From an optimization exercise on the open Yosys and OpenROAD flow, aimed at small area and few clock cycles; shortcuts taken in it are not production practice. In this exercise RTL edits were held to simulation tests only and were not proved equivalent to the original. No driver is modelled on the clock port, so clocking that relies on it looks cheaper here than on a real chip. Power figures rest on the tool's default switching activity, not on a simulated workload.

==> flow/design.v <==
`timescale 1ns/1ns
package sender_pkg;
    localparam logic [7:0] ESC_BYTE   = 8'h10;
    localparam logic [7:0] START_CHAR = 8'h21;
    localparam logic [7:0] CR_CHAR    = 8'h0D;
    localparam logic [7:0] LF_CHAR    = 8'h0A;
endpackage
`timescale 1ns/1ns
`timescale 1ns/1ns
`timescale 1ns/1ns
`timescale 1ns/1ns
`timescale 1ns/1ns
`timescale 1ns/1ns
`timescale 1ns/1ns
module data_sender_top (
    input  logic         clk,
    input  logic         rst,
    input  logic [3:0]   msg_length,
    input  logic [119:0] msg_payload,
    input  logic         msg_ready,
    input  logic         cmd_valid,
    input  logic [7:0]   cmd_char,
    input  logic [31:0]  status_word,
    input  logic [2:0]   status_flags,
    output logic         txd,
    output logic         ready
);
    localparam logic [2:0] S_IDLE = 3'd0,
                           S_BANG = 3'd1,    
                           S_LEN  = 3'd2,    
                           S_PAY  = 3'd3,    
                           S_CR   = 3'd4,
                           S_LF   = 3'd5,
                           S_ESC  = 3'd6,    
                           S_CHR  = 3'd7;    
    localparam logic [3:0] D_HEAD = 4'b0001;   
    logic [7:0] ring [15];
    logic       inv;        
    logic [3:0] rem;        
    logic [3:0] d;          
    logic [2:0] seq;
    logic       dup;        
    logic       buf_full;   
    logic       cmd_pend;   
    logic       c4, c2;     
    logic       p4, p2;     
    logic [3:0] cnt;        
    logic [3:0] bitc;       
    logic       nb;         
    logic       esc;        
    logic       txd_q;
    logic       cmd_go, load, lds, keep, nload, nkeep, owed, start, adv, valid;
    logic       bit_v, tick, last, next_byte;
    logic [2:0] b;
    logic [7:0] hexc, ctl;
    logic [39:0] st;
    assign ready  = !buf_full && !cmd_pend;
    assign txd    = txd_q;
    assign cmd_go = cmd_valid &&
                    (cmd_char == 8'h43 || cmd_char == 8'h52 || cmd_char == 8'h57);
    assign owed  = (seq != S_IDLE) || buf_full || cmd_pend;
    assign tick  = (cnt == 4'd15);
    assign last  = (bitc == 4'd10);
    assign start = tick && last && owed;
    assign adv   = tick && (bitc == 4'd7);
    assign b     = bitc[2:0];
    assign load  = msg_ready && ready;
    assign lds   = start && cmd_pend && p4 && !p2;
    assign keep  = (!msg_ready || buf_full) && !lds;
    assign nload = !load;
    assign nkeep = !keep;
    assign st    = {status_word, 5'b00000, status_flags};
    always_ff @(posedge clk) begin
        for (int k = 0; k < 5; k++)
            ring[k] <= ~((msg_payload[119 - 8*k -: 8] & {8{load}}) |
                         (st[39 - 8*k -: 8] & {8{lds}}) |
                         (ring[k + 1] & {8{keep}}));
        for (int k = 5; k < 15; k++)
            ring[k] <= ~((msg_payload[119 - 8*k -: 8] | {8{nload}}) &
                         (ring[(k + 1) % 15] | {8{nkeep}}));
        inv <= load || lds || !inv;
    end
    assign hexc = (rem < 4'd10) ? {4'h3, rem} : 8'h37 + {4'h0, rem};
    always_comb begin
        case (seq)
            S_BANG: ctl = 8'h21;
            S_LEN:  ctl = hexc;
            S_CR:   ctl = 8'h0D;
            S_LF:   ctl = 8'h0A;
            S_ESC:  ctl = 8'h10;
            S_CHR:  ctl = {3'b010, c4, 1'b0, c2, 1'b1, !c4 || c2};
            default: ctl = 8'h00;
        endcase
    end
    assign valid = (seq != S_PAY) || (d == D_HEAD);
    assign bit_v = (seq == S_PAY) ? ring[0][b] ^ inv : ctl[b];
    always_ff @(posedge clk) begin
        if (valid && !bitc[3]) begin
            nb  <= bit_v;
            esc <= (b == 3'd0 || esc) && (bit_v == (b == 3'd4));
        end
    end
    always_ff @(posedge clk) begin
        if (rst) begin
            cnt   <= 4'd0;
            bitc  <= 4'd10;
            txd_q <= 1'b1;
        end else begin
            cnt <= cnt + 4'd1;
            if (tick) begin
                if (last) begin
                    if (owed) bitc <= 4'd0;
                    txd_q <= !owed;
                end else begin
                    bitc  <= bitc + 4'd1;
                    txd_q <= bitc[3] || nb;
                end
            end
        end
    end
    assign next_byte = adv && !(seq == S_PAY && esc && !dup);
    always_ff @(posedge clk) begin
        if (rst) begin
            seq      <= S_IDLE;
            buf_full <= 1'b0;
            cmd_pend <= 1'b0;
        end else begin
            if (load) buf_full <= 1'b1;
            if (cmd_go) cmd_pend <= 1'b1;
            if (start) begin
                if (cmd_pend) begin
                    seq      <= S_ESC;
                    buf_full <= lds;
                    cmd_pend <= 1'b0;
                end else if (seq == S_IDLE) begin
                    seq <= S_BANG;
                end
            end else if (next_byte) begin
                case (seq)
                    S_BANG: seq <= S_LEN;
                    S_LEN: begin
                        if (rem == 4'd0) begin
                            seq      <= S_CR;
                            buf_full <= 1'b0;
                        end else begin
                            seq <= S_PAY;
                        end
                    end
                    S_PAY: begin
                        if (rem == 4'd1) begin
                            seq      <= S_CR;
                            buf_full <= 1'b0;
                        end
                    end
                    S_CR:  seq <= S_LF;
                    S_LF:  seq <= S_IDLE;
                    S_ESC: seq <= S_CHR;
                    S_CHR: seq <= (c4 && !c2) ? S_PAY : S_IDLE;
                    default: seq <= S_IDLE;
                endcase
            end
        end
    end
    always_ff @(posedge clk) begin
        if (adv) dup <= seq == S_PAY && esc && !dup;
        if (cmd_go) begin
            p4 <= cmd_char[4];
            p2 <= cmd_char[2];
        end
        if (start && cmd_pend) begin
            c4 <= p4;
            c2 <= p2;
        end
        if (load || lds) begin
            rem <= load ? msg_length : 4'd5;
            d   <= D_HEAD;
        end else begin
            if (next_byte && seq == S_PAY) rem <= rem - 4'd1;
            else d <= {d[2:0], d[3] ^ d[2]};
        end
    end
endmodule
==> flow/flow/run.sh <==
#!/bin/bash
# The standard layout with three changes: plain buf_1 cells as the port
# buffers, a clock tree of clkbuf_4 cells without dummy loads, and the clock
# buffers with a high output slew upsized to clkbuf_8 after CTS.
set -euo pipefail
export BUFFER_PORTS_ARGS="-buffer_cell sky130_fd_sc_hd__buf_1"
export CTS_ARGS="-sink_clustering_enable -repair_clock_nets -dont_use_dummy_load -buf_list sky130_fd_sc_hd__clkbuf_4"
export POST_CTS_TCL="$PWD/flow/post_cts.tcl"
bash standard.sh > standard.log 2>&1
==> flow/flow/post_cts.tcl <==
# After clock tree synthesis: upsize the clock buffers whose output slew is
# high, so every flip-flop clock pin stays well inside the slew limit, then
# legalise the placement again.
estimate_parasitics -placement
set upsized 0
foreach inst [[ord::get_db_block] getInsts] {
  set name [$inst getName]
  if {[[$inst getMaster] getName] ne "sky130_fd_sc_hd__clkbuf_4"} { continue }
  if {![string match "clkbuf_*" $name]} { continue }
  set slew [get_property [get_pins $name/X] slew_max]
  if {$slew > 0.095} {
    replace_cell [get_cells $name] sky130_fd_sc_hd__clkbuf_8
    puts "post_cts: upsized $name (slew $slew)"
    incr upsized
  }
}
if {$upsized > 0} {
  detailed_placement
  check_placement -verbose
}
==> flow/standard.sh <==
#!/bin/bash
# synth_recipe.tcl (not shown) runs the flow's synth.tcl, then flattens the netlist and writes it again
# the make line also repeats each setting of config.mk as NAME=value (left out here)
make -C /OpenROAD-flow-scripts/flow DESIGN_CONFIG=/design/flow/config.mk WORK_HOME=/design/flow/orfs CLKGATE_MAP_FILE= SYNTH_SCRIPT=/design/flow/synth_recipe.tcl "${@:-finish}"
==> flow/config.mk <==
export PLATFORM = sky130hd
export DESIGN_NAME = data_sender_top
export DESIGN_NICKNAME = data_sender_top
export VERILOG_FILES = /design/flow/design.v
export SDC_FILE = /design/flow/constraint.sdc
export NUM_CORES = 4
export LEC_CHECK = 0
export ABC_AREA = 0
export CAP_MARGIN = 20
export CORE_MARGIN = 2
export CORE_UTILIZATION = 60
export PLACE_DENSITY = 0.72
export SLEW_MARGIN = 20
==> flow/constraint.sdc <==
create_clock -name core_clock -period 10.0 [get_ports {clk}]
set_input_delay 2.0000 -clock core_clock [delete_from_list [all_inputs] [get_ports {clk}]]
set_output_delay 2.0000 -clock core_clock [all_outputs]
set_load 0.01 [all_outputs]
==> summary.txt, run 1 <==
outcome no timing/DRC/antenna violations; vias in the first global route 4568; DR WL met3 1.028 mm; CP Cell Sequence nor2_1 > buf_1; Post-synth ARST share 0; row cnt 34; Port Buf Inserts 172; final wirelength 13.63 mm; detailed placement HPWL 9.464 mm; # DRC 0; clock latency on the worst-skew pair 0.40 ns; Main synth FF type dfxtp_1; nets@finish 817; chip height 98.46 microns; Critical Path Start Type flip-flop; first-pass GRT wire length 21.66 mm; pre-CTS WS 6.522 ns; Setup violations, final 0; antenna violations before repair 0; worst endpoint required time 8.00 ns; metal2 WL 6.678 mm; synth-to-layout area growth 15.07%; Max-cap violations 0; Vias 4607; worst ir drop on vdd 162.8 uV; synth warn 2; layout cells sized above 1 0.04695; worst-path fanout max 6; Slew HR 0.5177; clock sinks 150; synth unique cells 56; TritonRoute pass-1 iters 7; Iter 0 DRT Violations 375; Crit. End Element primary output; CP Data Arrival Time 1.32 ns; P_leak 0.002223 uW; peak per-stage delay on the critical path 0.39 ns; Peak Freq 301.2 MHz; width of the die 98.46 microns; Period minus WS final 3.320 ns; Total Neg Setup Slack 0 ns; WS Path Type flip-flop to primary output; top-level I/O count 173; Yosys reg bits 150; die area 9694 sq um; r2r setup slk 6.84 ns; Starting Density 0.6169; antenna viol nets, final 0; worst-margin pin slew 0.7234 ns; GRT Total Usage 0.2803; clock skew 0.02665 ns; Post-synth EDFFs 11; routed len/inst 18.25 microns; Top Metal Used met4; Final Hold Viols 0; commonest non-fill, non-tap cell in the layout buf_1; TritonCTS clock tree yes; cell with the largest stage delay on the worst path nor2_1; Final Cycle Share 0.3320; Net Count, Synth 664; max-slew violations 0; core area 8678 sq um; # fillers 678; PnR worst setup slack 6.680 ns; RSZ-0062 raised after global routing false; largest net degree at the start of global routing 72; Seq/Total Area, Yosys 0.5814; register area 3113 sq um; power per cell area 186.3 nW/um^2; antenna cells 0; mean area per synthesized cell 10.97 sq um; commonest non-fill, non-tap cells in the layout buf_1 (172), dfxtp_1 (139), o22ai_1 (81), a222oi_1 (35), nor2_1 (18); Cell Area, Synth 5354 sq um; Worst-path clk slew 0.08 ns; GPL Wtd Cong 0.8825; multi-input combinational cell area 2008 sq um; worst min path class flip-flop to flip-flop; GRT overflow 0; via density per instance 6.167; Metal-1 WL 5.545 mm; Cells after Synth 488
==> kinds of logic (layout without fill, tap and decap cells) <==
kind of cell	Yosys count	in the layout	share of synthesized area
buffers and inverters	53	204	0.04487
muxes	9	9	0.02150
xor gates and xnor gates	7	7	0.01145
adders and majority gates	5	5	0.01168
and+or+nand+nor	88	88	0.09278
DFF	150	150	0.5814
AOI/OAI and AO/OA	176	176	0.2363
==> power breakdown <==
group	leakage (uW)	switching, uW	internal [uW]	total, uW
logic	0.000848	66.3	63.9	130
clock network	0.000102	177	117	294
registers	0.00127	35.7	687	723
total	0.00222	279	868	1150
==> path summary, 6_finish.rpt <==
path                    start          end  cells after the start
hold reg to reg   ring[12][2]  ring[11][2]                      1
hold / removal    ring[12][2]  ring[11][2]                      1
setup reg to reg       cnt[0]  ring[11][3]                      7
setup / recovery     cmd_pend        ready                      2
==> per-layer routing <==
| layer | global-route usage | vias to the layer above |
|---|---|---|
| li1 | - | 2208 |
| met1 | 0.3521 | 2190 |
| met2 | 0.4437 | 179 |
| met3 | 0.1007 | 30 |
| met4 | 0.1128 | 0 |
| met5 | 0 | - |
==> state kept, by name (all words and copies together) (netlist names) <==
signal / flops
cnt: 4
esc: 1
c2: 1
inv: 1
seq: 3
rem: 4
c4: 1
ring: 120
d: 4
p4: 1
p2: 1
buf_full: 1
cmd_pend: 1
bitc: 4
txd_q: 1
dup: 1
nb: 1
==> area by class of cell <==
cell class / count / area share
tap: 108 / 0.02193
sequential: 150 / 0.5053
clock buffer: 17 / 0.02985
multi-input combinational: 285 / 0.3260
timing repair buffer: 177 / 0.1109
inverter: 10 / 0.006093
==> critical path, delay by kind of cell (launching register included) <==
kind,cells,cell delay (ns)
DFF,1,0.35
buffers and inverters,1,0.20
and+or+nand+nor,1,0.39
==> through the flow <==
step / power (uW) / cells / utilization / hold WS, ns / area, sq um
2_1_floorplan: 808.7 / 488 / - / 0.3668 / 5354
3_3_place_gp: 858.0 / 730 / 0.6887 / 0.3898 / 5977
3_5_place_dp: 863.8 / 730 / 0.6887 / 0.3940 / 5977
5_1_grt: 1198 / 747 / 0.7099 / 0.4071 / 6161
6_report: 1148 / 747 / 0.7099 / 0.3930 / 6161
==> Yosys cell counts (2+ instances only) <==
cell        n  area share
buf_2      12       0.011
clkbuf_1   23       0.016
o21ai_1     2      0.0019
a211oi_1    3      0.0042
mux4_2      2      0.0084
and3_1      3      0.0035
o31ai_1     4      0.0056
a21o_1      2      0.0028
buf_4       7      0.0098
a21oi_1    18       0.017
xor2_1      2      0.0033
nand2_1    16       0.011
a221oi_1    2      0.0033
nor2b_1     7      0.0082
nor3b_1     5      0.0070
nand4b_1    3      0.0049
nand2b_1    6      0.0070
xnor2_1     5      0.0082
nor2_1     18       0.013
and2_1      3      0.0035
inv_1      10      0.0070
a222oi_1   35       0.065
nand3b_1    2      0.0028
o211ai_1    2      0.0028
ha_1        5       0.012
o22ai_1    81       0.095
dfxtp_1   139        0.52
nand3_1     7      0.0065
nor3_1     10      0.0093
o21ai_0     8      0.0075
mux2i_1     7       0.013
edfxtp_1   11       0.062
a22oi_1     5      0.0070
Testbench counts, summed over its fixed seeds: cycles 820,024.
==> run 2: changes to the inputs <==
--- a/flow/design.v
+++ b/flow/design.v
@@ -33,4 +33,3 @@
                            S_LF   = 3'd5,
-                           S_ESC  = 3'd6,    
-                           S_CHR  = 3'd7;    
+                           S_ESC  = 3'd6;    
     localparam logic [3:0] D_HEAD = 4'b0001;   
@@ -44,4 +43,4 @@
     logic       cmd_pend;   
-    logic       c4, c2;     
     logic       p4, p2;     
+    logic       cw;         
     logic [3:0] cnt;        
@@ -55,3 +54,3 @@
     logic [7:0] hexc, ctl;
-    logic [39:0] st;
+    logic [47:0] st;
     assign ready  = !buf_full && !cmd_pend;
@@ -62,8 +61,8 @@
     assign tick  = (cnt == 4'd15);
-    assign last  = (bitc == 4'd10);
+    assign last  = (bitc == 4'd2);
     assign start = tick && last && owed;
-    assign adv   = tick && (bitc == 4'd7);
+    assign adv   = tick && (bitc == 4'd15);
     assign b     = bitc[2:0];
     assign load  = msg_ready && ready;
-    assign lds   = start && cmd_pend && p4 && !p2;
+    assign lds   = start && cmd_pend;
     assign keep  = (!msg_ready || buf_full) && !lds;
@@ -71,9 +70,10 @@
     assign nkeep = !keep;
-    assign st    = {status_word, 5'b00000, status_flags};
+    assign st    = {3'b010, p4, 1'b0, p2, 1'b1, !p4 || p2,
+                    status_word, 5'b00000, status_flags};
     always_ff @(posedge clk) begin
-        for (int k = 0; k < 5; k++)
+        for (int k = 0; k < 6; k++)
             ring[k] <= ~((msg_payload[119 - 8*k -: 8] & {8{load}}) |
-                         (st[39 - 8*k -: 8] & {8{lds}}) |
+                         (st[47 - 8*k -: 8] & {8{lds}}) |
                          (ring[k + 1] & {8{keep}}));
-        for (int k = 5; k < 15; k++)
+        for (int k = 6; k < 15; k++)
             ring[k] <= ~((msg_payload[119 - 8*k -: 8] | {8{nload}}) &
@@ -90,3 +90,2 @@
             S_ESC:  ctl = 8'h10;
-            S_CHR:  ctl = {3'b010, c4, 1'b0, c2, 1'b1, !c4 || c2};
             default: ctl = 8'h00;
@@ -97,3 +96,3 @@
     always_ff @(posedge clk) begin
-        if (valid && !bitc[3]) begin
+        if (valid && bitc[3]) begin
             nb  <= bit_v;
@@ -105,3 +104,3 @@
             cnt   <= 4'd0;
-            bitc  <= 4'd10;
+            bitc  <= 4'd2;
             txd_q <= 1'b1;
@@ -111,3 +110,3 @@
                 if (last) begin
-                    if (owed) bitc <= 4'd0;
+                    if (owed) bitc <= 4'd8;
                     txd_q <= !owed;
@@ -115,3 +114,3 @@
                     bitc  <= bitc + 4'd1;
-                    txd_q <= bitc[3] || nb;
+                    txd_q <= !bitc[3] || nb;
                 end
@@ -128,3 +127,2 @@
             if (load) buf_full <= 1'b1;
-            if (cmd_go) cmd_pend <= 1'b1;
             if (start) begin
@@ -150,3 +148,3 @@
                         if (rem == 4'd1) begin
-                            seq      <= S_CR;
+                            seq      <= cw ? S_IDLE : S_CR;
                             buf_full <= 1'b0;
@@ -156,4 +154,3 @@
                     S_LF:  seq <= S_IDLE;
-                    S_ESC: seq <= S_CHR;
-                    S_CHR: seq <= (c4 && !c2) ? S_PAY : S_IDLE;
+                    S_ESC: seq <= S_PAY;
                     default: seq <= S_IDLE;
@@ -161,2 +158,3 @@
             end
+            if (cmd_go) cmd_pend <= 1'b1;
         end
@@ -169,8 +167,6 @@
         end
-        if (start && cmd_pend) begin
-            c4 <= p4;
-            c2 <= p2;
-        end
+        if (lds)       cw <= !(p4 && !p2);
+        else if (load) cw <= 1'b0;
         if (load || lds) begin
-            rem <= load ? msg_length : 4'd5;
+            rem <= load ? msg_length : (p4 && !p2) ? 4'd6 : 4'd1;
             d   <= D_HEAD;
==> run 2 against run 1 <==
  * Still clean on timing, DRC and antenna
  * Cell area grew 11%
  * Utilization shrank 0.92 points
  * Synthesized cell count grew 24%
  * Global-route usage grew 0.10 points
  * Register-to-register slack gained 0.27 ns
  * Fmax shrank 6.5%
  * Die area grew 12%
  * Largest power group unchanged
==> summary.txt, run 2 <==
antenna violations before repair 0; worst min path class flip-flop to flip-flop; top post-synthesis cells by area dfxtp_1 (46%), a221oi_2 (9.7%), o22ai_1 (7.6%); largest register by flop count ring; P_leak 0.002537 uW; TritonRoute pass-1 iters 5; # fillers 818; die area 10880 sq um; top-level I/O count 173; CP Buf/Inv Count 2; peak per-stage delay on the critical path 0.83 ns; Final Hold Viols 0; core area 9774 sq um; Final Cycle Share 0.3549; mean area per synthesized cell 9.946 sq um; worst hold slack 0.3913 ns; Cell Area, Synth 6037 sq um; Slew HR 0.3390; Max-cap violations 0; Period minus WS final 3.549 ns; Cells after Synth 607; chip height 104.3 microns; most common cell in the netlist dfxtp_1; outcome no timing/DRC/antenna violations; Net Count, Synth 782; layer with the highest usage met2; Crit. End Element flip-flop; row cnt 36; met1 usage 0.3658; max FFs per register 120; met3 GRT Util 0.08521; area share of and/or/nand/nor cells after synthesis 0.1258; TritonCTS clock tree yes; Tot Pwr 1250 uW; Vias 5209; first-pass GRT wire length 24.03 mm; Seq/Total Area, Yosys 0.5107; GRT overflow 0; max-slew violations 0; Synth Area in Compound Gates 0.2690; Starting Density 0.6176; clock sinks 149; commonest non-fill, non-tap cell in the layout buf_1; CP Data Arrival Time 3.90 ns; Setup violations, final 0; worst ir drop on vdd 136.0 uV; synth warn 2; combinational family with the most area after synthesis compound AO/OA/AOI/OAI gates; layout cells sized above 1 0.09947; power per cell area 182.6 nW/um^2; width of the die 104.3 microns; detailed placement HPWL 10.73 mm; WS Path Type primary input to flip-flop; Worst-path clk slew 0.10 ns; Iter 0 DRT Violations 294; cell with the largest stage delay on the worst path nor2b_4; GPL Wtd Cong 0.8821; mux contribution to synthesized area 0.02694; worst-margin pin slew 0.9894 ns; adder-cell share of the synthesized area 0.008290; routed len/inst 17.28 microns; worst endpoint required time 10.35 ns; worst-path fanout max 40; XOR/XNOR share of the synthesized area 0.01161; CP Cell Sequence buf_1 > nor2b_4 > nor2_4 > buf_4 > a221oi_2; largest net degree at the start of global routing 73; Main synth FF type dfxtp_1; grt met2 use 0.4556; synth unique cells 56; Post-synth EDFFs 10; synth-to-layout area growth 13.45%; Yosys reg bits 149; Critical Path Start Type primary input; nets@finish 931; clock latency on the worst-skew pair 0.44 ns; # DRC 0; RSZ-0062 raised after global routing false; top post-synthesis cells by count dfxtp_1 (139), nand2_1 (86), o22ai_1 (73); pre-CTS WS 6.007 ns; commonest non-fill, non-tap cells in the layout buf_1 (172), dfxtp_1 (139), nand2_1 (85), o22ai_1 (73), a21oi_1 (54); CP delay by family, top simple AND/OR/NAND/NOR gates; Total Neg Setup Slack 0 ns; clock skew 0.02608 ns; via density per instance 5.873; post-synth top area share 0.4609; Post-synth ARST share 0; PnR worst setup slack 6.451 ns; vias in the first global route 4956; final wirelength 15.32 mm; antenna cells 0; Port Buf Inserts 172; Peak Freq 281.8 MHz; antenna viol nets, final 0; GRT Total Usage 0.2813; Yosys top cell by area dfxtp_1
## run 2: changes by cell type after synthesis, moves of 5 or more
| cell | change |
|---|---|
| nand2_1 | +70 |
| a221oi_2 | +39 |
| a21oi_1 | +36 |
| a222oi_1 | -35 |
| nor2_1 | +10 |
| o22ai_1 | -8 |
| buf_2 | +5 |
| buf_4 | -5 |
| buf_6 | +5 |
| nand2b_1 | +5 |
## run 2: per-layer routing
layer	routed length [microns]	vias to the layer above
met1	6438	2406
met5	0	-
met3	1304	16
li1	-	2552
met2	7372	235
met4	209	0
## run 2: cell type report
| type | count | area, sq um | area share |
|---|---|---|---|
| Sequential cell | 149 | 3083 | 0.4501 |
| Multi-Input combinational cell | 399 | 2680 | 0.3913 |
| Timing Repair Buffer | 179 | 698.2 | 0.1019 |
| Clock buffer | 17 | 183.9 | 0.02685 |
| Tap cell | 133 | 166.4 | 0.02430 |
| Inverter | 10 | 37.54 | 0.005480 |
## run 2: kinds of logic (layout without fill, tap and decap cells)
kind of cell / count (synthesis) / after routing
simple gates: 166 / 166
compound gates: 208 / 208
xor+xnor: 8 / 8
flops: 149 / 149
fa+ha+maj: 4 / 4
mux: 13 / 13
buf+inv: 59 / 206
## run 2: path summary, 6_finish.rpt
path,cells after the start,from,slack [ns],end
worst min register to register,1,ring[12][4],0.39,ring[11][4]
worst min-delay path,1,ring[12][4],0.39,ring[11][4]
worst max-delay path,5,msg_ready,6.45,ring[4][2]
worst max register to register,6,bitc[1],7.11,ring[0][0]
## run 2: through the flow
stage | cell area, sq um | utilization | std cells
2_1_floorplan | 6037 | - | 607
3_5_place_dp | 6665 | 0.6819 | 870
5_1_grt | 6849 | 0.7007 | 887
3_3_place_gp | 6665 | 0.6819 | 870
6_report | 6849 | 0.7007 | 887
## run 2: where the power goes
| group | switching, uW | total [uW] | leakage, uW | internal (uW) |
|---|---|---|---|---|
| Sequential | 56.8 | 755 | 0.00126 | 698 |
| Combinational | 103 | 200 | 0.00118 | 96.7 |
| Clock | 178 | 295 | 0.000102 | 117 |
| Total | 338 | 1250 | 0.00254 | 912 |
Testbench counts of run 2, summed over its fixed seeds: cycles 820,024.
==> run 3: changes to the inputs <==
--- a/flow/design.v
+++ b/flow/design.v
@@ -35,4 +35,3 @@
     localparam logic [3:0] D_HEAD = 4'b0001;   
-    logic [7:0] ring [15];
-    logic       inv;        
+    logic [7:0] head;       
     logic [3:0] rem;        
@@ -54,3 +53,2 @@
     logic [7:0] hexc, ctl;
-    logic [47:0] st;
     assign ready  = !buf_full && !cmd_pend;
@@ -70,14 +68,7 @@
     assign nkeep = !keep;
-    assign st    = {3'b010, p4, 1'b0, p2, 1'b1, !p4 || p2,
-                    status_word, 5'b00000, status_flags};
-    always_ff @(posedge clk) begin
-        for (int k = 0; k < 6; k++)
-            ring[k] <= ~((msg_payload[119 - 8*k -: 8] & {8{load}}) |
-                         (st[47 - 8*k -: 8] & {8{lds}}) |
-                         (ring[k + 1] & {8{keep}}));
-        for (int k = 6; k < 15; k++)
-            ring[k] <= ~((msg_payload[119 - 8*k -: 8] | {8{nload}}) &
-                         (ring[(k + 1) % 15] | {8{nkeep}}));
-        inv <= load || lds || !inv;
-    end
+    sender_ring u_ring (
+        .clk(clk), .load(load), .lds(lds), .keep(keep), .nload(nload), .nkeep(nkeep),
+        .payload(msg_payload), .p4(p4), .p2(p2), .status_word(status_word),
+        .status_flags(status_flags), .head(head)
+    );
     assign hexc = (rem < 4'd10) ? {4'h3, rem} : 8'h37 + {4'h0, rem};
@@ -94,3 +85,3 @@
     assign valid = (seq != S_PAY) || (d == D_HEAD);
-    assign bit_v = (seq == S_PAY) ? ring[0][b] ^ inv : ctl[b];
+    assign bit_v = (seq == S_PAY) ? head[b] : ctl[b];
     always_ff @(posedge clk) begin
@@ -178 +169,32 @@
 endmodule
+module sender_ring (
+    input  logic         clk,
+    input  logic         load,
+    input  logic         lds,
+    input  logic         keep,
+    input  logic         nload,
+    input  logic         nkeep,
+    input  logic [119:0] payload,
+    input  logic         p4,
+    input  logic         p2,
+    input  logic [31:0]  status_word,
+    input  logic [2:0]   status_flags,
+    output logic [7:0]   head
+);
+    logic [7:0]  ring [15];
+    logic        inv;
+    logic [47:0] st;
+    assign st = {3'b010, p4, 1'b0, p2, 1'b1, !p4 || p2,
+                 status_word, 5'b00000, status_flags};
+    always_ff @(posedge clk) begin
+        for (int k = 0; k < 6; k++)
+            ring[k] <= ~((payload[119 - 8*k -: 8] & {8{load}}) |
+                         (st[47 - 8*k -: 8] & {8{lds}}) |
+                         (ring[k + 1] & {8{keep}}));
+        for (int k = 6; k < 15; k++)
+            ring[k] <= ~((payload[119 - 8*k -: 8] | {8{nload}}) &
+                         (ring[(k + 1) % 15] | {8{nkeep}}));
+        inv <= load || lds || !inv;
+    end
+    assign head = ring[0] ^ {8{inv}};
+endmodule
--- a/flow/config.mk
+++ b/flow/config.mk
@@ -13 +13,2 @@
 export SLEW_MARGIN = 20
+export SYNTH_HIERARCHICAL = 1
==> run 3 against run 2 <==
  * Fmax up 0.79%
  * Critical path depth up 1
  * First-iteration DRC count up 32%
  * Count of clock-buffer cells in the layout unchanged
  * Sequential share of layout area up 4.6 points
  * Still clean
  * Synthesized cell count down 18%
  * Synthesized area down 8.9%
  * Final cell count down 15%
  * Wire length down 13%
  * Clock power down 4%
  * Sequential power down 5.3%
==> summary.txt, run 3 <==
outcome no timing/DRC/antenna violations; clock skew 0.01970 ns; worst hold slack 0.3919 ns; number of cells on the worst reg-to-reg path 7; worst-path fanout max 66; Seq/Total Area, Yosys 0.5605; Cell Area, Synth 5500 sq um; Post-synth ARST share 0; GRT Total Usage 0.2591; peak per-stage delay on the critical path 0.57 ns; Period minus WS final 3.521 ns; antenna cells 0; Max-cap violations 0; PnR worst setup slack 6.479 ns; width of the die 99.75 microns; commonest non-fill, non-tap cell in the layout buf_1; # DRC 0; clock latency on the worst-skew pair 0.40 ns; cell with the largest stage delay on the worst path buf_4; CP Cell Sequence buf_1 > nand2_2 > buf_4 > inv_1 > buf_4 > a222oi_1; Worst-path clk slew 0.09 ns; row cnt 34; hold depth 1; Slew HR 0.3979; antenna violations before repair 0; top-level I/O count 173; worst-margin pin slew 0.9019 ns; worst min path class flip-flop to flip-flop; vias in the first global route 4237; clock sinks 149; routed len/inst 17.59 microns; WS Path Type primary input to flip-flop; max FFs per register 120; TritonRoute pass-1 iters 6; top post-synthesis cells by count dfxtp_1 (139), o22ai_1 (72), a222oi_1 (38); Starting Density 0.6246; via density per instance 6.016; antenna viol nets, final 0; power per cell area 181.1 nW/um^2; synth-to-layout area growth 13.06%; max-slew violations 0; Total Neg Setup Slack 0 ns; CP Buf/Inv Count 4; Critical Path Start Type primary input; synth warn 9; Setup violations, final 0; Final Hold Viols 0; Yosys reg bits 149; Post-Place Cells 737; Net Count, Synth 671; P_leak 0.002325 uW; detailed placement HPWL 9.292 mm; Final Cycle Share 0.3521; RSZ-0062 raised after global routing false; most common cell in the netlist dfxtp_1; post-synth top area share 0.5059; synth unique cells 63; Main synth FF type dfxtp_1; final wirelength 13.26 mm; Yosys top cell by area dfxtp_1; CP delay by family, top buffers and inverters; Vias 4536; worst endpoint required time 10.27 ns; mean area per synthesized cell 11.09 sq um; pre-CTS WS 6.125 ns; core area 8806 sq um; commonest non-fill, non-tap cells in the layout buf_1 (172), dfxtp_1 (139), o22ai_1 (72), a222oi_1 (38), nor2_1 (30); largest register by flop count u_ring.ring; nets@finish 823; Cells after Synth 496; layout cells sized above 1 0.06656; GPL Wtd Cong 0.8292; TritonCTS clock tree yes; Iter 0 DRT Violations 387; Critical Path Stages 6; Post-synth EDFFs 10; chip height 99.75 microns; die area 9949 sq um; Crit. End Element flip-flop; first-pass GRT wire length 20.15 mm; # fillers 704; Peak Freq 284.0 MHz; GRT overflow 0; top post-synthesis cells by area dfxtp_1 (51%), o22ai_1 (8.2%), a222oi_1 (6.9%); CP Data Arrival Time 3.79 ns; most used cell, CP buf_4; Post-Layout Cell Count 754; worst ir drop on vdd 132.1 uV; largest net degree at the start of global routing 74; Port Buf Inserts 172
-- run 3: cells by family (layout without fill, tap and decap cells) --
family / Yosys count / in the layout / share of synthesized area
multiplexers: 6 / 6 / 0.01206
AND/OR/NAND/NOR: 84 / 84 / 0.08690
buffers and inverters: 60 / 210 / 0.06187
adder cells (fa/ha/maj): 4 / 4 / 0.009100
flip-flops: 149 / 149 / 0.5605
AO/OA/AOI/OAI: 176 / 176 / 0.2425
XOR/XNOR: 17 / 17 / 0.02707
-- run 3: per-stage QoR --
step	power, uW	instance area, sq um	util
after global placement	849.1	6047	0.6867
final	1126	6218	0.7062
after detailed placement	855.3	6047	0.6867
after global routing	1178	6218	0.7062
after floorplan	805.5	5500	-
-- run 3: area by class of cell --
| cell class | instances | area (sq um) | share of cell area |
|---|---|---|---|
| clock buffer | 17 | 171.4 | 0.02757 |
| sequential | 149 | 3083 | 0.4958 |
| multi-input combinational | 287 | 2086 | 0.3354 |
| tap | 108 | 135.1 | 0.02173 |
| inverter | 16 | 60.06 | 0.009658 |
| timing repair buffer | 177 | 683.2 | 0.1099 |
-- run 3: per-module statistics from Yosys, one instance, submodules excluded --
module / cells / flip-flops and latches / cell area, sq um
data_sender_top: 212 / 28 / 1872
sender_ring: 284 / 121 / 3628
-- run 3: where the power goes --
part | internal (uW) | switching [uW] | total, uW
registers | 679 | 36.3 | 715
clock network | 109 | 173 | 282
logic | 66.2 | 62.1 | 128
-- run 3: worst reg2reg max path, delay by kind of cell (launching register included) --
family          cells  cell delay [ns]
buf+inv             3             0.95
simple gates        2             0.90
flops               1             0.60
compound gates      2             0.49
-- run 3: final timing paths --
check | from | to | slack, ns
max | msg_ready | u_ring.ring[2][3] | 6.48
min | u_ring.ring[7][3] | u_ring.ring[6][3] | 0.39
max reg2reg | bitc[0] | u_ring.ring[2][3] | 6.94
min reg2reg | u_ring.ring[7][3] | u_ring.ring[6][3] | 0.39
-- run 3: routing by layer --
layer,vias to the layer above,routed length (microns),track usage,part of all wire
li1,2214,-,-,-
met1,2113,5871,0.3495,0.44
met2,199,6154,0.4158,0.46
met3,10,1097,0.06535,0.083
met4,0,138,0.07482,0.010
met5,-,0,0,0
Testbench counts of run 3, summed over its fixed seeds: cycles 820,024.
==> run 4: changes to the inputs <==
--- a/flow/design.v
+++ b/flow/design.v
@@ -33,5 +33,7 @@
                            S_LF   = 3'd5,
-                           S_ESC  = 3'd6;    
+                           S_ESC  = 3'd6,    
+                           S_PAYC = 3'd7;    
     localparam logic [3:0] D_HEAD = 4'b0001;   
     logic [7:0] head;       
+    logic       inv;        
     logic [3:0] rem;        
@@ -41,5 +43,5 @@
     logic       buf_full;   
+    logic [1:0] pq;         
     logic       cmd_pend;   
     logic       p4, p2;     
-    logic       cw;         
     logic [3:0] cnt;        
@@ -50,5 +52,8 @@
     logic       cmd_go, load, lds, keep, nload, nkeep, owed, start, adv, valid;
-    logic       bit_v, tick, last, next_byte;
+    logic       bit_v, from_ring, tick, last, next_byte;
     logic [2:0] b;
     logic [7:0] hexc, ctl;
+    assign cmd_pend = pq[1] || pq[0];
+    assign p4     = pq[1];
+    assign p2     = pq[1] && pq[0];
     assign ready  = !buf_full && !cmd_pend;
@@ -71,3 +76,3 @@
         .payload(msg_payload), .p4(p4), .p2(p2), .status_word(status_word),
-        .status_flags(status_flags), .head(head)
+        .status_flags(status_flags), .head(head), .inv(inv)
     );
@@ -84,4 +89,5 @@
     end
-    assign valid = (seq != S_PAY) || (d == D_HEAD);
-    assign bit_v = (seq == S_PAY) ? head[b] : ctl[b];
+    assign from_ring = (seq == S_PAY) || (seq == S_PAYC);
+    assign valid = !from_ring || (d == D_HEAD);
+    assign bit_v = from_ring ? head[b] ^ inv : ctl[b];
     always_ff @(posedge clk) begin
@@ -115,3 +121,3 @@
             buf_full <= 1'b0;
-            cmd_pend <= 1'b0;
+            pq       <= 2'd0;
         end else begin
@@ -122,3 +128,3 @@
                     buf_full <= lds;
-                    cmd_pend <= 1'b0;
+                    pq       <= 2'd0;
                 end else if (seq == S_IDLE) begin
@@ -139,3 +145,3 @@
                         if (rem == 4'd1) begin
-                            seq      <= cw ? S_IDLE : S_CR;
+                            seq      <= S_CR;
                             buf_full <= 1'b0;
@@ -145,3 +151,7 @@
                     S_LF:  seq <= S_IDLE;
-                    S_ESC: seq <= S_PAY;
+                    S_ESC: seq <= rem[0] ? S_PAYC : S_PAY;
+                    S_PAYC: begin
+                        seq      <= S_IDLE;
+                        buf_full <= 1'b0;
+                    end
                     default: seq <= S_IDLE;
@@ -149,3 +159,3 @@
             end
-            if (cmd_go) cmd_pend <= 1'b1;
+            if (cmd_go) pq <= {cmd_char[4], !cmd_char[4] || cmd_char[2]};
         end
@@ -154,8 +164,2 @@
         if (adv) dup <= seq == S_PAY && esc && !dup;
-        if (cmd_go) begin
-            p4 <= cmd_char[4];
-            p2 <= cmd_char[2];
-        end
-        if (lds)       cw <= !(p4 && !p2);
-        else if (load) cw <= 1'b0;
         if (load || lds) begin
@@ -181,6 +185,6 @@
     input  logic [2:0]   status_flags,
-    output logic [7:0]   head
+    output logic [7:0]   head,
+    output logic         inv
 );
     logic [7:0]  ring [15];
-    logic        inv;
     logic [47:0] st;
@@ -198,3 +202,3 @@
     end
-    assign head = ring[0] ^ {8{inv}};
+    assign head = ring[0];
 endmodule
==> run 4 against run 3 <==
  * Still clean
  * Synthesized area decreased by 4.0%
  * Register-to-register slack got worse by 0.23 ns
  * Utilization decreased by 0.97 points
  * Power increased by 0.65%
  * Die area decreased by 3.8%
  * Sequential share of layout area increased by 0.52 points
  * Final cell count decreased by 1.7%
  * Worst setup slack got worse by 0.78 ns
  * Critical path depth increased by 1
  * Sequential cell count decreased by 2
  * Critical endpoint is now u_ring.ring[4][4]
  * Largest cell class unchanged
==> summary.txt, run 4 <==
Cell Area, Synth 5280 sq um; worst hold slack 0.3955 ns; Seq/Total Area, Yosys 0.5706; Critical Path Start Type primary input; Hold Path End u_ring.ring[6][6]; antenna viol nets, final 0; max-slew violations 0; outcome no timing/DRC/antenna violations; P_leak 0.002218 uW; Max-cap violations 0; top-level I/O count 173; antenna violations before repair 0; antenna cells 0; TritonRoute pass-1 iters 8; CP Cell Sequence buf_1 > nor2b_1 > nand2_2 > buf_4 > clkinv_1 > buf_4 > a222oi_1; # DRC 0; Total Neg Setup Slack 0 ns; synth unique cells 58; layout cells sized above 1 0.04581; Period minus WS final 4.303 ns; Final Hold Viols 0; worst min path class flip-flop to flip-flop; Crit. End Element flip-flop; most used cell, CP buf_4; Post-synth EDFFs 7; beginning of the worst hold path u_ring.ring[7][6]; reg2reg end u_ring.ring[0][0]; hold depth 1; Starting Density 0.6114; r2r setup slk 6.71 ns; Post-synth ARST share 0; cell with the largest stage delay on the worst path clkinv_1; multi-input combinational cell area 1962 sq um; most common cell in the netlist dfxtp_1; detailed placement HPWL 9.212 mm; die area 9567 sq um; number of cells on the worst reg-to-reg path 8; chip height 97.81 microns; commonest non-fill, non-tap cells in the layout buf_1 (172), dfxtp_1 (140), o22ai_1 (74), a222oi_1 (38), nor2_1 (22); Port Buf Inserts 172; Yosys top cell by area dfxtp_1; CP delay by family, top buffers and inverters; peak per-stage delay on the critical path 0.85 ns; final wirelength 13.06 mm; worst endpoint required time 10.29 ns; width of the die 97.81 microns; commonest non-fill, non-tap cell in the layout buf_1; Worst-path clk slew 0.08 ns; CP Buf/Inv Count 4; GRT Total Usage 0.2761; Yosys reg bits 147; Peak Freq 232.4 MHz; via density per instance 6.093; synth warn 9; worst-path fanout max 74; synth-to-layout area growth 13.91%; largest net degree at the start of global routing 75; Cells after Synth 485; Main synth FF type dfxtp_1; row cnt 34; post-synth top area share 0.5308; worst ir drop on vdd 144.1 uV; clock sinks 147; nets@finish 810; core area 8636 sq um; Final Cycle Share 0.4303; power per cell area 188.4 nW/um^2; worst flop-to-flop path startpoint bitc[1]; first-pass GRT wire length 21.05 mm; clock skew 0.03238 ns; mean area per synthesized cell 10.89 sq um; GPL Wtd Cong 0.9077; largest register by flop count u_ring.ring; Setup violations, final 0; final core utilization 0.6965; routed len/inst 17.62 microns; clock latency on the worst-skew pair 0.41 ns; # fillers 743; max FFs per register 120; worst-margin pin slew 0.8188 ns; RSZ-0062 raised after global routing false; top post-synthesis cells by area dfxtp_1 (53%), o22ai_1 (8.8%), a222oi_1 (7.2%); CP Data Arrival Time 4.59 ns; GRT overflow 0; WS Path Type primary input to flip-flop; Slew HR 0.4533; vias in the first global route 4309; TritonCTS clock tree yes; Net Count, Synth 660; Vias 4515; Iter 0 DRT Violations 396; top post-synthesis cells by count dfxtp_1 (140), o22ai_1 (74), a222oi_1 (38); register area 3013 sq um
==> run 4: cell types whose count changed in the layout (fill, tap and decap cells not counted), sizes merged, moves of 5 or more <==
cell	delta
nor2	-9
xor2	-9
nand2	+7
nor3	+7
inv	-5
==> run 4: modules after synthesis, one instance, submodules excluded <==
module	flip-flops and latches	cell area (sq um)
data_sender_top	26	1727
sender_ring	121	3553
==> run 4: worst max-delay path by stage <==
stage                      from                end  slack, ns  cells past startpoint
global placement      msg_ready  u_ring.ring[4][1]       5.45                      7
finish                msg_ready  u_ring.ring[4][4]       5.70                      7
floorplan           cmd_char[7]              pq[0]       6.90                      5
global route          msg_ready  u_ring.ring[4][4]       5.41                      7
detailed placement    msg_ready  u_ring.ring[4][4]       5.27                      7
==> run 4: final cells by class <==
| cell class | instances | area share |
|---|---|---|
| Timing Repair Buffer | 176 | 0.1123 |
| Clock buffer | 17 | 0.03058 |
| Tap cell | 108 | 0.02247 |
| Inverter | 12 | 0.007489 |
| Sequential cell | 147 | 0.5009 |
| Multi-Input combinational cell | 281 | 0.3262 |
==> run 4: cell families after synthesis <==
family                   count (synthesis)  synth area share
AO/OA/AOI/OAI                          175            0.2467
buffers and inverters                   57           0.05877
flip-flops                             147            0.5706
multiplexers                             8           0.01754
XOR/XNOR                                 9           0.01493
AND/OR/NAND/NOR                         85           0.08199
adder cells (fa/ha/maj)                  4          0.009479
==> run 4: metal layers <==
layer / GRT usage / up-vias / wire (microns)
met1: 0.3652 / 2122 / 5448
met3: 0.09664 / 24 / 1139
li1: - / 2182 / -
met4: 0.09936 / 0 / 267
met5: 0 / - / 0
met2: 0.4239 / 187 / 6204
==> run 4: through the flow <==
stage                     total power [uW]  instances  instance area [sq um]  setup WS (ns)
final                                 1133        741                   6015          5.697
after floorplan                      801.3        485                   5280          6.898
after detailed placement             856.3        724                   5831          5.272
after global routing                  1192        741                   6015          5.408
after global placement               852.1        724                   5831          5.449
==> run 4: power by group <==
part / switching, uW / internal (uW) / total, uW
logic: 66.3 / 66.9 / 133
clock network: 170 / 117 / 287
registers: 38.5 / 675 / 713
total: 275 / 859 / 1130
Testbench counts of run 4, summed over its fixed seeds: cycles 820,024.
==> run 5: changes to the inputs <==
--- a/flow/flow/post_cts.tcl
+++ b/flow/flow/post_cts.tcl
@@ -10,3 +10,3 @@
   set slew [get_property [get_pins $name/X] slew_max]
-  if {$slew > 0.095} {
+  if {$slew > 0.108} {
     replace_cell [get_cells $name] sky130_fd_sc_hd__clkbuf_8
--- a/flow/config.mk
+++ b/flow/config.mk
@@ -8,3 +8,3 @@
 export ABC_AREA = 0
-export CAP_MARGIN = 20
+export CAP_MARGIN = 0
 export CORE_MARGIN = 2
@@ -12,3 +12,3 @@
 export PLACE_DENSITY = 0.72
-export SLEW_MARGIN = 20
+export SLEW_MARGIN = 0
 export SYNTH_HIERARCHICAL = 1
==> run 5 against run 4 <==
  * Wire length down 0.27%
  * Still clean
  * First-iteration DRC count up 0.51%
  * Hold slack worse by 0.0070 ns
  * Non-clock buffer count unchanged
  * Fmax down 0.78%
  * Sequential cell count unchanged
  * Highest routed layer unchanged
  * Power down 2.2%
  * Critical endpoint unchanged
  * Clock skew up 0.0028 ns
  * Via count up 0.91%
  * Largest cell class unchanged
==> summary.txt, run 5 <==
Cell Area, Synth 5280 sq um; # DRC 0; routed len/inst 17.58 microns; most common cell in the netlist dfxtp_1; largest net degree at the start of global routing 75; GRT Total Usage 0.2755; via density per instance 6.148; Post-synth ARST share 0; antenna viol nets, final 0; vias in the first global route 4295; synth-to-layout area growth 13.32%; detailed placement HPWL 9.212 mm; layout cells sized above 1 0.04581; row cnt 34; Starting Density 0.6114; Crit. End Element flip-flop; max FFs per register 120; post-synth top area share 0.5308; worst-margin pin slew 0.8200 ns; P_leak 0.002205 uW; Critical Path Start Type primary input; Final Cycle Share 0.4337; commonest non-fill, non-tap cells in the layout buf_1 (172), dfxtp_1 (140), o22ai_1 (74), a222oi_1 (38), nor2_1 (22); Slew HR 0.4525; Final Hold Viols 0; clock latency on the worst-skew pair 0.40 ns; TritonRoute pass-1 iters 10; Main synth FF type dfxtp_1; CP Data Arrival Time 4.60 ns; outcome no timing/DRC/antenna violations; synth warn 9; Net Count, Synth 660; GRT overflow 0; largest register by flop count u_ring.ring; final wirelength 13.03 mm; Peak Freq 230.6 MHz; worst-path fanout max 74; top post-synthesis cells by area dfxtp_1 (53%), o22ai_1 (8.8%), a222oi_1 (7.2%); top post-synthesis cells by count dfxtp_1 (140), o22ai_1 (74), a222oi_1 (38); width of the die 97.81 microns; Worst-path clk slew 0.11 ns; top-level I/O count 173; commonest non-fill, non-tap cell in the layout buf_1; Yosys reg bits 147; clock skew 0.03523 ns; # fillers 742; Yosys top cell by area dfxtp_1; die area 9567 sq um; antenna cells 0; Iter 0 DRT Violations 398; first-pass GRT wire length 21.02 mm; Period minus WS final 4.337 ns; antenna violations before repair 0; synth unique cells 58; TritonCTS clock tree yes; chip height 97.81 microns; Tot Pwr 1108 uW; Seq/Total Area, Yosys 0.5706; Port Buf Inserts 172; GPL Wtd Cong 0.9077; Vias 4556; Max-cap violations 0; core area 8636 sq um; mean area per synthesized cell 10.89 sq um; Post-synth EDFFs 7; worst endpoint required time 10.26 ns; nets@finish 810; RSZ-0062 raised after global routing false; Total Neg Setup Slack 0 ns; clock sinks 147; Cells after Synth 485; WS Path Type primary input to flip-flop; power per cell area 185.3 nW/um^2; worst min path class flip-flop to flip-flop; Setup violations, final 0; max-slew violations 0; worst ir drop on vdd 131.2 uV
run 5: final cells by class:
type	count	area, sq um	share of cell area
Timing Repair Buffer	176	675.6	0.1129
Clock buffer	17	152.6	0.02551
Sequential cell	147	3013	0.5036
Inverter	12	45.04	0.007528
Tap cell	108	135.1	0.02258
Multi-Input combinational cell	281	1962	0.3279
run 5: path summary, 6_finish.rpt:
| check | slack, ns | endpoint | start | depth (start not counted) |
|---|---|---|---|---|
| setup / recovery | 5.66 | u_ring.ring[4][4] | msg_ready | 7 |
| hold / removal | 0.39 | u_ring.ring[6][3] | u_ring.ring[7][3] | 1 |
| setup reg to reg | 6.69 | u_ring.ring[0][0] | bitc[1] | 8 |
| hold reg to reg | 0.39 | u_ring.ring[6][3] | u_ring.ring[7][3] | 1 |
run 5: per-stage QoR:
step,instance area [sq um],setup slack (ns),std cells,hold slack (ns),utilization
final,5983,5.663,741,0.3885,0.6928
after global placement,5831,5.449,724,0.3812,0.6752
after detailed placement,5831,5.272,724,0.3813,0.6752
after floorplan,5280,6.898,485,0.3705,-
after global routing,5983,5.386,741,0.4199,0.6928
run 5: logic make-up after synthesis:
group           share of synthesized area
compound gates                     0.2467
flops                              0.5706
simple gates                      0.08199
buf+inv                           0.05877
xor+xnor                          0.01493
mux                               0.01754
fa+ha+maj                        0.009479
run 5: where the power goes:
group / leakage (uW) / internal, uW / total (uW) / switching, uW
Clock: 0.0000886 / 96.3 / 263 / 166
Sequential: 0.00124 / 674 / 713 / 38.3
Combinational: 0.000876 / 66.9 / 133 / 66.1
Total: 0.00221 / 838 / 1110 / 271
run 5: layer usage:
| layer | GRT usage | up-vias | part of all wire |
|---|---|---|---|
| met5 | 0 | - | 0 |
| met4 | 0.09936 | 0 | 0.022 |
| met3 | 0.09664 | 25 | 0.085 |
| met2 | 0.4207 | 209 | 0.47 |
| met1 | 0.3661 | 2143 | 0.42 |
| li1 | - | 2179 | - |
run 5: Yosys stat by module, one instance, submodules excluded:
module / cells / cell area [sq um] / times used
data_sender_top: 210 / 1727 / 1
sender_ring: 275 / 3553 / 1
run 5: critical path, cell delays in order:
cell	delay [ns]
buf_1	0.09
nor2b_1	0.14
nand2_2	0.06
buf_4	0.54
clkinv_1	0.85
buf_4	0.51
a222oi_1	0.39
==> run 6: changes to the inputs <==
--- a/flow/config.mk
+++ b/flow/config.mk
@@ -10,4 +10,4 @@
 export CORE_MARGIN = 2
-export CORE_UTILIZATION = 60
-export PLACE_DENSITY = 0.72
+export CORE_UTILIZATION = 72
+export PLACE_DENSITY = 0.82
 export SLEW_MARGIN = 0
==> run 6 against run 5 <==
  * Still clean on timing, DRC and antenna
  * Count of clock-buffer cells in the layout unchanged
  * Wire length down 0.42%
  * Synthesized cell count unchanged
  * Synthesized area unchanged
  * Non-clock buffer count unchanged
  * Global-route usage up 3.5 points
  * Clock power up 2%
  * Register-to-register slack better by 0.09 ns
  * Utilization up 14 points
  * Combinational power about the same
  * Hold slack worse by 0.0029 ns
  * Cell area about the same
  * Critical path type unchanged
==> summary.txt, run 6 <==
largest register by flop count u_ring.ring; worst hold slack 0.3856 ns; GRT Total Usage 0.3101; layer with the highest usage met2; post-synth top area share 0.5308; top post-synthesis cells by area dfxtp_1 (53%), o22ai_1 (8.8%), a222oi_1 (7.2%); worst min path class flip-flop to flip-flop; via density per instance 6.283; nets@finish 810; Critical Path Start Type primary input; top post-synthesis cells by count dfxtp_1 (140), o22ai_1 (74), a222oi_1 (38); most common cell in the netlist dfxtp_1; layout cells sized above 1 0.04581; Port Buf Inserts 172; Starting Density 0.7358; reg2reg end u_ring.ring[1][2]; Seq/Total Area, Yosys 0.5706; # DRC 0; mean area per synthesized cell 10.89 sq um; worst ir drop on vdd 152.3 uV; hold depth 1; worst flop-to-flop path startpoint bitc[1]; first-pass GRT wire length 18.64 mm; Period minus WS final 3.574 ns; Final Cycle Share 0.3574; Net Count, Synth 660; Final Hold Viols 0; clock latency on the worst-skew pair 0.42 ns; final wirelength 12.97 mm; power per cell area 186.2 nW/um^2; synth unique cells 58; Post-Layout Cell Count 732; met3 GRT Util 0.1024; sw frac 0.2439; r2r setup slk 6.78 ns; Post-synth EDFFs 7; Cell Area, Synth 5280 sq um; outcome no timing/DRC/antenna violations; Worst-path clk slew 0.10 ns; Max-cap violations 0; Crit. End Element flip-flop; Slew HR 0.4515; clock skew 0.03565 ns; synth-to-layout area growth 13.22%; TritonCTS clock tree yes; crit path launch msg_ready; worst-path fanout max 74; largest net degree at the start of global routing 75; register area 3013 sq um; GRT overflow 0; core area 7176 sq um; CP Data Arrival Time 3.71 ns; TritonRoute pass-1 iters 13; commonest non-fill, non-tap cell in the layout buf_1; GPL Wtd Cong 0.8667; met1 usage 0.4100; # fillers 454; Post-Place Cells 715; P_leak 0.002208 uW; commonest non-fill, non-tap cells in the layout buf_1 (172), dfxtp_1 (140), o22ai_1 (74), a222oi_1 (38), nor2_1 (22); grt met2 use 0.4860; worst endpoint required time 10.13 ns; routed len/inst 17.72 microns; row cnt 31; max-slew violations 0; clock sinks 147; Setup violations, final 0; RSZ-0062 raised after global routing false; Total Neg Setup Slack 0 ns; Peak Freq 279.8 MHz; Yosys reg bits 147; sequential power share 0.639; worst-margin pin slew 0.8215 ns; die area 8034 sq um; antenna viol nets, final 0; clock group share of total power 0.240; top-level I/O count 173; Cells after Synth 485; number of cells on the worst reg-to-reg path 8; antenna violations before repair 0; cell-internal power 841.7 uW; antenna cells 0; Vias 4599; Psw 271.5 uW; Post-synth ARST share 0; synth warn 9; multi-input combinational cell area 1962 sq um; max FFs per register 120; Iter 0 DRT Violations 483; WS Path Type primary input to flip-flop; Yosys top cell by area dfxtp_1; detailed placement HPWL 9.012 mm; width of the die 89.64 microns; Hold Path End u_ring.ring[6][5]; vias in the first global route 4057; chip height 89.64 microns; Comb pwr share 0.121; beginning of the worst hold path u_ring.ring[7][5]; Main synth FF type dfxtp_1
-- run 6: cell counts after synthesis --
No cell type changed its count.
-- run 6: power groups by stage --
stage                     Clock [uW]  Combinational [uW]  Sequential [uW]
after detailed placement           0                 133              722
after global placement             0                 126              722
final                            267                 134              712
after floorplan                    0                95.7              706
after global routing             291                 149              718
-- run 6: final cells by class --
cell class	count	share of cell area
Tap cell	99	0.02072
Inverter	12	0.007535
Clock buffer	17	0.02658
Multi-Input combinational cell	281	0.3282
Timing Repair Buffer	176	0.1130
Sequential cell	147	0.5040
-- run 6: modules after synthesis (local to each module, per instance) --
| module | cells inside | times used |
|---|---|---|
| sender_ring | 275 | 1 |
| data_sender_top | 210 | 1 |
-- run 6: how the worst max path moves through the flow --
stage | slack, ns | endpoint
6_report | 6.43 | rem[3]
3_5_place_dp | 6.04 | rem[1]
3_3_place_gp | 6.08 | rem[3]
5_1_grt | 6.28 | rem[1]
2_1_floorplan | 6.90 | pq[0]
-- run 6: cells by family after synthesis --
| family | synth area share |
|---|---|
| flops | 0.5706 |
| xor+xnor | 0.01493 |
| buf+inv | 0.05877 |
| mux | 0.01754 |
| fa+ha+maj | 0.009479 |
| compound gates | 0.2467 |
| simple gates | 0.08199 |
-- run 6: stage by stage --
step | area, sq um | utilization | setup slack [ns] | total power, uW
6_report | 5978 | 0.8331 | 6.426 | 1113
2_1_floorplan | 5280 | - | 6.898 | 801.3
5_1_grt | 5978 | 0.8331 | 6.283 | 1159
3_3_place_gp | 5819 | 0.8110 | 6.076 | 848.1
3_5_place_dp | 5819 | 0.8110 | 6.044 | 854.7
-- run 6: critical path: stages --
cell and delay, ns:
buf_1 0.08, nor2b_1 0.13, nand2_2 0.06, buf_4 0.55, clkinv_1 0.14, buf_4 0.34, nor2_1 0.21, nand2_1 0.16
-- run 6: routing by layer --
layer | wire length [microns] | share of wire | vias to the layer above
met4 | 255 | 0.020 | 0
met3 | 1275 | 0.098 | 24
li1 | - | - | 2177
met5 | 0 | 0 | -
met1 | 5305 | 0.41 | 2151
met2 | 6134 | 0.47 | 247

## afterwards: timing with drivers on the ports
No port has a modelled driver above. Below, the same layouts with a new extraction and two added sets of constraints. Step 1 assumes that a clkbuf_16 drives the clock port and a buf_2 every other input. Step 2 also shifts input and output timing later by t, the mid clock arrival at the registers, as if the neighbouring blocks saw the same clock. Three values: no drivers, after step 1, after step 2; two values: the first two.
| run | t, ns | slack for setup (ns) | worst setup path at the end | pins driven straight from the clock port |
|---|---|---|---|---|
| run 1 | 0.425 | 6.680 / 6.646 / 6.476 | input to register | 1 |
| run 2 | 0.455 | 6.451 / 6.464 / 6.010 | input to register | 1 |
| run 3 | 0.424 | 6.479 / 6.490 / 6.066 | input to register | 1 |
| run 4 | 0.429 | 5.697 / 5.709 / 5.280 | input to register | 1 |
| run 5 | 0.419 | 5.663 / 5.675 / 5.256 | input to register | 1 |
| run 6 | 0.438 | 6.426 / 6.436 / 5.999 | input to register | 1 |
After both steps setup and hold are still met in every run listed. For run 2, which loses most, drivers alone change the setup slack by +0.013 ns; drivers and shift together by -0.441 ns.
